Context: an optimization exercise on an open-source flow, tuned for small area, a short achievable clock period and few clock cycles per item. The choices shown serve that exercise and are no tape-out recipe.
Where RTL was checked, it was by simulation tests only, not by an equivalence proof against the original.
The flow treats the clock pin as an ideal source. Dropping or thinning the clock tree relies on that and would not hold on a real chip.
Power figures rest on the tool's default switching activity, not on a simulated workload.

## the baseline
// dma_top
module dma_top
#(
   parameter int DATA_W = 32
)(
   input  logic              clk,
   input  logic              reset_n,
   input  logic              desc_push,
   input  logic [ADDR_W-1:0] desc_src,
   input  logic [ADDR_W-1:0] desc_dst,
   input  logic [LEN_W-1:0]  desc_len,
   output logic              desc_full,
   output logic              m_cyc,
   output logic              m_stb,
   output logic              m_we,
   output logic [ADDR_W-1:0] m_adr,
   output logic [DATA_W-1:0] m_dat_w,
   input  logic [DATA_W-1:0] m_dat_r,
   input  logic              m_ack,
   input  logic              m_err,
   output logic              busy,
   output logic              error,
   output logic [15:0]       descriptor_count,
   output logic [2:0]        rd_state
);
   logic              run;         
   logic              we;          
   logic              err;         
   logic              done;        
   logic              act;         
   logic              busy_q;      
   logic              full_q;      
   logic [ADDR_W-1:0] adr;         
   logic [ADDR_W-1:0] nxt;         
   logic [LEN_W-1:0]  left;        
   logic [DATA_W-1:0] data;        
   logic [15:0]       count;
   logic idle, accept, ack, fin, fail;
   logic run_n, err_n;
   assign idle   = !run && !err;
   assign accept = idle && desc_push;
   assign ack    = run && m_ack;
   assign fin    = ack && we && (left == LEN_W'(1));
   assign fail   = run && !we && m_err;
   assign run_n  = accept || (run && !fin && !fail);
   assign err_n  = err || fail;
   always_ff @(posedge clk) begin
      if (!reset_n) begin
         run    <= 1'b0;
         err    <= 1'b0;
         done   <= 1'b0;
         act    <= 1'b0;
         busy_q <= 1'b0;
         full_q <= 1'b0;
      end else begin
         run    <= run_n;
         err    <= err_n;
         done   <= fin;
  ...
==> flow/config.mk <==
export PLATFORM = sky130hd
export DESIGN_NAME = dma_top
export DESIGN_NICKNAME = dma_top
export VERILOG_FILES = /design/flow/design.v
export SDC_FILE = /design/flow/constraint.sdc
export NUM_CORES = 4
export LEC_CHECK = 0
export CAP_MARGIN = 20
export CORE_MARGIN = 2
export CORE_UTILIZATION = 40
export SETUP_SLACK_MARGIN = 3.8
export SLEW_MARGIN = 20
==> flow/constraint.sdc <==
create_clock -name core_clock -period 6.0 [get_ports {clk}]
set_input_delay 1.2000 -clock core_clock [delete_from_list [all_inputs] [get_ports {clk}]]
set_output_delay 1.2000 -clock core_clock [all_outputs]
set_load 0.01 [all_outputs]
standard.sh (not shown) runs the stock make flow with config.mk's settings and CLKGATE_MAP_FILE= SYNTH_SCRIPT=/design/flow/synth_recipe.tcl, a recipe that flattens the netlist after the stock synthesis.
==> flow/flow/run.sh <==
#!/bin/bash
# The standard layout, with every port buffered by a plain buf_1 instead of the
# buffer cell buffer_ports picks by default.
set -euo pipefail
export BUFFER_PORTS_ARGS="-buffer_cell sky130_fd_sc_hd__buf_1"
bash standard.sh > standard.log 2>&1
Here is what was changed in the inputs of the candidate compared with the baseline.
-- flow/config.mk --
<<< the baseline, line 8
export CAP_MARGIN = 20
export CORE_MARGIN = 2
export CORE_UTILIZATION = 40
export SETUP_SLACK_MARGIN = 3.8
export SLEW_MARGIN = 20
>>> the candidate, line 8
export CAP_MARGIN = 20
export CORE_MARGIN = 2
export CORE_UTILIZATION = 60
export SETUP_SLACK_MARGIN = 3.8
export SLEW_MARGIN = 20
Notes after the runs:
Via count delta (the candidate − the baseline): unfavourable
As far as maximum root-to-sink buffer count goes, the baseline and the candidate are indistinguishable; the numbers are identical.
Going from the baseline to the candidate, internal power contribution now sits higher; part of the total power dissipated in the clock network went up 3.3 points; fraction of standard cell area in multi-input logic increased 0.44 points; register-to-register slack neither gained nor lost much; worst-margin pin slew dropped 41 ps.
Taking the candidate over the baseline, the die area ratio works out to 0.68.
Total power of the candidate is higher than that of the baseline.
Function was not checked in any run of this note: the RTL went through the layout flow alone.

* * *

run 1:
Another version of the RTL of dma_top (not shown whole).
For scale: ~380 cells after synthesis, roughly 96 flip-flops, roughly 150 I/O pins, roughly 4200 um^2 of cells after synthesis.
==> flow/design.v (excerpt) <==
module dma_top
#(
   parameter int DATA_W = 32
)(
   input  logic              clk,
   input  logic              reset_n,
   input  logic              desc_push,
   input  logic [ADDR_W-1:0] desc_src,
   input  logic [ADDR_W-1:0] desc_dst,
   input  logic [LEN_W-1:0]  desc_len,
   output logic              desc_full,
   output logic              m_cyc,
   output logic              m_stb,
   output logic              m_we,
   output logic [ADDR_W-1:0] m_adr,
   output logic [DATA_W-1:0] m_dat_w,
   input  logic [DATA_W-1:0] m_dat_r,
   input  logic              m_ack,
   input  logic              m_err,
   output logic              busy,
   output logic              error,
   output logic [15:0]       descriptor_count,
   output logic [2:0]        rd_state
);
Settings: LEC_CHECK=0, CAP_MARGIN=20, CORE_MARGIN=2, CORE_UTILIZATION=40, SETUP_SLACK_MARGIN=4.2, SLEW_MARGIN=20; clock period 6.0 ns.
run.sh (not shown) runs the stock make flow with config.mk's settings and CLKGATE_MAP_FILE= SYNTH_SCRIPT=/design/flow/synth_recipe.tcl, a recipe that flattens the netlist after the stock synthesis.
Stock flow here: none of the scripts above is used.
Per the final summary, run 1 finished and its layout is clean on timing, DRC and antenna.
Testbench counts of run 1, summed over its fixed seeds: cycles 134,319, words 23,295.
The inputs of run 2 differ from those of run 1 as listed below.
- swapping 40 for 70 in CORE_UTILIZATION
- swapping 4.2 for 3.8 in SETUP_SLACK_MARGIN
Results
Flow for run 2 halted at global placement (3_3_place_gp), error code GPL-0301. From run 1 to run 2, share of cell area taken by muxes after synthesis did not move at all. Horizontal extent of the die of run 2 falls short of that of run 1 by more than 10%. Comparing run 1 against run 2, there is no change at all in complex-gate fraction of the synthesized area. Diff run 1 -> run 2 | effective utilization at floorplan | increase of 31 points. Delta (run 2 minus run 1): number of standard-cell rows in the floorplan -about 24%; area fraction in and, or, nand and nor cells after synthesis comparable.
Changes in run 3 relative to run 2:
- CORE_UTILIZATION: 70 -> 40
==> flow/flow/run.sh (new file) <==
#!/bin/bash
# The standard layout, with every port buffered by a plain buf_2 instead of the
# buffer cell buffer_ports picks by default.
set -euo pipefail
export BUFFER_PORTS_ARGS="-buffer_cell sky130_fd_sc_hd__buf_2"
bash standard.sh > standard.log 2>&1
==> flow/standard.sh (new file) <==
#!/bin/bash
# synth_recipe.tcl (not shown) runs the flow's synth.tcl, then flattens the netlist and writes it again
# the make line also repeats each setting of config.mk as NAME=value (left out here)
make -C /OpenROAD-flow-scripts/flow DESIGN_CONFIG=/design/flow/config.mk WORK_HOME=/design/flow/orfs CLKGATE_MAP_FILE= SYNTH_SCRIPT=/design/flow/synth_recipe.tcl "${@:-finish}"
removed: flow/run.sh
Findings:
Run 3 completed every stage of the flow, and the final layout passed the timing, design-rule and antenna checks. Post-synthesis async set-or-reset flop share came out exactly the same in run 2 and run 3. ~same count of flip-flops with a built-in enable after synthesis in run 2 and run 3. Horizontal die dimension (higher): run 3. Initial core utilization down 31 points in run 3 wrt run 2. From run 3 to run 2, fraction of the mapped netlist area in adder cells did not move at all. Run 3 against run 2: count of buffers from port buffering closely matched the old numbers; area after synthesis closely matched the old numbers. Comparing number of standard-cell rows in the floorplan for run 2 and run 3, the smaller number came from run 2.
Here is what was changed in the inputs of run 4 compared with run 3.
- SETUP_SLACK_MARGIN: 3.8 -> unset
==> flow/run.sh (new file) <==
#!/bin/bash
# synth_recipe.tcl (not shown) runs the flow's synth.tcl, then flattens the netlist and writes it again
# the make line also repeats each setting of config.mk as NAME=value (left out here)
make -C /OpenROAD-flow-scripts/flow DESIGN_CONFIG=/design/flow/config.mk WORK_HOME=/design/flow/orfs CLKGATE_MAP_FILE= SYNTH_SCRIPT=/design/flow/synth_recipe.tcl finish
removed: flow/flow/run.sh
removed: flow/standard.sh
[summary]
- Run 4 finished end to end and its layout was clean on timing, DRC and antenna.
- Diff run 3 -> run 4 | wire length of the first global-routing pass | increase of about 15%
- Max maximum number of pins on one net before global-route repair across run 3 and run 4: run 4
- On clock tree buffer count of the final layout: run 4 sits below run 3.
- Diff run 3 -> run 4: non-clock buffer count lower, routed via count higher, core utilization higher, number of global-route vias before repair higher.

* * *

Another version of the RTL of dma_top (not shown whole).
Size: ~340 cells after synthesis, ~150 I/O pins.
export LEC_CHECK = 0
export CAP_MARGIN = 20
export CORE_MARGIN = 2
export CORE_UTILIZATION = 40
export SETUP_SLACK_MARGIN = 4.1
export SLEW_MARGIN = 20
create_clock -name core_clock -period 6.0 [get_ports {clk}]
standard.sh (not shown) runs the stock make flow with config.mk's settings and CLKGATE_MAP_FILE= SYNTH_SCRIPT=/design/flow/synth_recipe.tcl, a recipe that flattens the netlist after the stock synthesis.
==> flow/flow/run.sh <==
#!/bin/bash
# The standard layout with two changes:
#  - every port is buffered by a plain buf_1 instead of the buffer cell
#    buffer_ports picks by default;
#  - the clock tree is one level: the clock port drives four clkbuf_16, each
#    driving the flip-flops of one placement cluster (flow/cts.tcl, which
#    otherwise follows ORFS's cts.tcl).
# Each step's output goes to a log file of its own in this folder.
set -euo pipefail
here=$(pwd)
export BUFFER_PORTS_ARGS="-buffer_cell sky130_fd_sc_hd__buf_1"
bash standard.sh synth floorplan place > standard_place.log 2>&1
RUN_SCRIPT=$here/flow/cts.tcl RUN_LOG_NAME_STEM=4_1_cts bash standard.sh run > cts.log 2>&1
bash standard.sh > standard_finish.log 2>&1
Other scripts of this flow, unchanged in this note and not shown: flow/flow/cts.tcl
==> next run, changes <==
--- a/flow/config.mk
+++ b/flow/config.mk
@@ -11 +11 @@
-export SETUP_SLACK_MARGIN = 4.1
+export SETUP_SLACK_MARGIN = 3.8
After rerunning:
- core utilization drops by 4.6 points
- sequential power rises by about 2%
- sequential share of layout area rose by 4.0 points
- via count goes down by 5.4%
- die area is unchanged
- fmax falls by 6.1%
No functional check of the RTL was part of any run of this note. In every run of this note, the design's own scripts or RTL, not TritonCTS, make the clock network.

port drivers added, routing unchanged:
How much do the figures lean on ideal ports? The routed layouts below were timed once more, with nothing changed but the port constraints.
Step 1: set_driving_cell puts a clkbuf_16 on clk and a buf_2 on each other input, an assumption about the parent block.
Step 2 times the ports against the registers' clock, not the clock port: input delays grow and output delays shrink by t, the midpoint of the rising clock arrivals with the driver on.
Three values: no drivers, after step 1, after step 2; two values: the first two.
| run | t, ns | setup WS [ns] | worst setup path after step 2 | slew at the worst register clock pin (ns) |
|---|---|---|---|---|
| the baseline | 0.376 | 3.627 / 3.614 / 3.239 | input to register | 0.10 / 0.10 |
| the candidate | 0.390 | 3.604 / 3.593 / 3.204 | input to register | 0.11 / 0.11 |
| run 1 | 0.395 | 3.788 / 3.754 / 3.495 | input to register | 0.10 / 0.10 |
| run 3 | 0.378 | 3.851 / 3.818 / 3.491 | input to register | 0.09 / 0.09 |
| run 4 | 0.380 | 3.247 / 3.212 / 2.885 | input to register | 0.10 / 0.10 |
| the first run of note 3 | 0.233 | 4.048 / 3.970 / 4.034 | input to register | 0.10 / 0.10 |
| the second run of note 3 | 0.240 | 3.921 / 3.838 / 3.845 | input to register | 0.10 / 0.10 |
After both steps every run listed still meets setup and hold. For the candidate, which loses most, drivers alone change the setup slack by -0.011 ns; drivers and shift together by -0.400 ns.
